This is an optimization exercise on Yosys and OpenROAD, whose aim is small area, a short achievable clock period and few clock cycles, not a production implementation. Function was checked by simulation only, so behaviour that the tests miss may differ from the original.

==> run a <==
==> flow/design.v (excerpt) <==
module path_fan_tessellator_core #(
   parameter int MAX_SEGMENTS = 64,
   parameter int VERTEX_LIMIT = 65536
) (
   input  logic      clock,
   input  logic      reset,
   input  logic         req_valid,
   output logic         req_ready,
   input  logic [1:0]   req_type,
   input  logic         req_new_path,
   input  logic [23:0]  req_p0_x,
   input  logic [23:0]  req_p0_y,
   input  logic [23:0]  req_p1_x,
   input  logic [23:0]  req_p1_y,
   input  logic [23:0]  req_p2_x,
   input  logic [23:0]  req_p2_y,
   output logic         rsp_valid,
   input  logic         rsp_ready,
   output logic         rsp_vertex_valid,
   output logic [15:0]  rsp_vertex_index,
   output logic [23:0]  rsp_vertex_x,
   output logic [23:0]  rsp_vertex_y,
   output logic         rsp_tri_valid,
   output logic [15:0]  rsp_tri_first,
   output logic [15:0]  rsp_tri_prev,
   output logic [15:0]  rsp_tri_curr,
   output logic         rsp_dropped,
   output logic         rsp_last
);
export LEC_CHECK = 0
export CAP_MARGIN = 20
export CORE_MARGIN = 2
export CORE_UTILIZATION = 40
export PLACE_DENSITY = 0.6
export SLEW_MARGIN = 20
create_clock -name core_clock -period 12.0 [get_ports {clock}]
standard.sh (not shown) runs the stock make flow with config.mk's settings and CLKGATE_MAP_FILE= SYNTH_SCRIPT=/design/flow/synth_recipe.tcl, a recipe that flattens the netlist after the stock synthesis.
==> flow/flow/run.sh <==
#!/bin/bash
# Layout flow: the standard layout (standard synthesis, floorplan, place,
# CTS, routing) with the timing repair steps asked to leave 7.5 ns of setup slack
# at the design's 12 ns clock instead of the default margin. The clock, the
# constraints and the synthesis are unchanged. The make output goes to
# flow_make.log; ORFS keeps each step's log under orfs/logs/.
set -euo pipefail
cd "$(dirname "$0")/.."
bash standard.sh SETUP_SLACK_MARGIN=7.5 finish > flow_make.log 2>&1
==> inputs of run b, as changes to run a <==
==> flow/flow/run.sh (replaced) <==
#!/bin/bash
# Layout flow: the standard layout (standard synthesis, floorplan, place,
# CTS, routing) with the timing repair steps asked to leave 7 ns of setup slack
# at the design's 12 ns clock instead of the default margin. The clock, the
# constraints and the synthesis are unchanged. The make output goes to
# flow_make.log; ORFS keeps each step's log under orfs/logs/.
set -euo pipefail
cd "$(dirname "$0")/.."
bash standard.sh SETUP_SLACK_MARGIN=7 finish > flow_make.log 2>&1
==> inputs of run c, as changes to run a <==
--- a/flow/design.v
+++ b/flow/design.v
@@ -315,11 +315,12 @@
       ddu_ff <= u2_d;
       if (pre) begin
          sb_ff <= {|(hsel & c3x[35:4]), |(hsel & c3x[34:3]), |(hsel & c3x[33:2]),
                    |(hsel & c2x[36:5]), |(hsel & c2x[35:4]), |(hsel & c1x[37:6])};
       end else if (fetch) begin
-         sb_ff <= {sb_ff[4], sb_ff[3], c3x[sel], sb_ff[1], c2x[sel + 5'd2], c1x[sel + 5'd4]};
+         sb_ff <= {c3x[sel + 5'd2], c3x[sel + 5'd1], c3x[sel], c2x[sel + 5'd3], c2x[sel + 5'd2],
+                   c1x[sel + 5'd4]};
       end
       if (cap || (ld_dev && ofree) || nseg) begin
          if (nseg)        op_ff <= {c1[15:0], c2, c3};
          else if (ld_dev) op_ff <= {op_ff[71:50], vw, ww};
          else             op_ff <= {pa, pb, pe};
==> flow/run.sh (new file) <==
#!/bin/bash
# synth_recipe.tcl (not shown) runs the flow's synth.tcl, then flattens the netlist and writes it again
# the make line also repeats each setting of config.mk as NAME=value (left out here)
make -C /OpenROAD-flow-scripts/flow DESIGN_CONFIG=/design/flow/config.mk WORK_HOME=/design/flow/orfs CLKGATE_MAP_FILE= SYNTH_SCRIPT=/design/flow/synth_recipe.tcl finish
removed: flow/flow/run.sh
removed: flow/standard.sh
==> comparison <==
- Run b went through all stages and came out clean. Run c went through all stages and came out clean. Run a finished with timing, DRC and antenna clean.
- The lowest count of clock-buffer cells in the layout belongs to run c, the highest to run a.
- Sequential cell count is the same in run c and run a.
- Final area: run a > run b > run c.
- In synthesized area, run b and run a do not differ.
==> figures <==
| metric | run b | run c | run a |
|---|---|---|---|
| Status | timing/DRC/antenna clean | timing/DRC/antenna clean | timing/DRC/antenna clean |
| Effective utilization at floorplan | 40.3% | 40.3% | 40.3% |
| Final Instance Area | 98,700 um2 | 98,300 um2 | 104,000 um2 |
| Slew at the pin with the worst max-slew slack | 1230 ps | 1270 ps | 1180 ps |
| DP Wirelength | 300,000 um | 331,000 um | 298,000 um |
| Worst flop-to-flop path endpoint | u_x.r2_ff[25]$_DFFE_PP_ | u_x.f_ff[8]$_DFFE_PP_ | dev_ff[14]$_DFFE_PP_ |
| Clock buffers | 122 | 117 | 123 |
| Total Die Area | 220,000 um2 | 226,000 um2 | 220,000 um2 |
| Last element of the critical path | u_x.r2_ff[25]$_DFFE_PP_ | u_x.f_ff[8]$_DFFE_PP_ | dev_ff[14]$_DFFE_PP_ |
| Required @ worst endpoint | 12,490 ps | 12,240 ps | 12,500 ps |
| Setup Slack @ Placement | 6010 ps | 5720 ps | 5810 ps |
| # placed instances | 12,600 | 13,000 | 12,600 |
Testbench counts of run a, summed over its fixed seeds: cycles 30,875.
Testbench counts of run b, summed over its fixed seeds: cycles 30,875.
Testbench counts of run c, summed over its fixed seeds: cycles 30,875.

==> afterwards: timing with drivers on the ports <==
Ports are ideal in the flow. The routed layouts listed here were re-timed in OpenROAD. Step 1 assumes that a clkbuf_16 drives the clock port and a buf_2 every other input. Step 2 also shifts input and output timing later by t, the mid clock arrival at the registers, as if the neighbouring blocks saw the same clock. Three values: ideal, step 1, step 2; two values: the first two.
run	t, ns	setup WS [ns]	worst setup path after step 2	pins driven straight from the clock port
run a	0.845	7.096 / 7.096 / 6.447	input to register	1
run b	0.858	7.057 / 7.057 / 6.356	input to register	1
run c	0.845	5.963 / 5.963 / 5.561	input to register	1
After both steps setup and hold are still met in every run listed. For run b, which loses most, drivers alone change the setup slack by 0.000 ns; drivers and shift together by -0.701 ns.
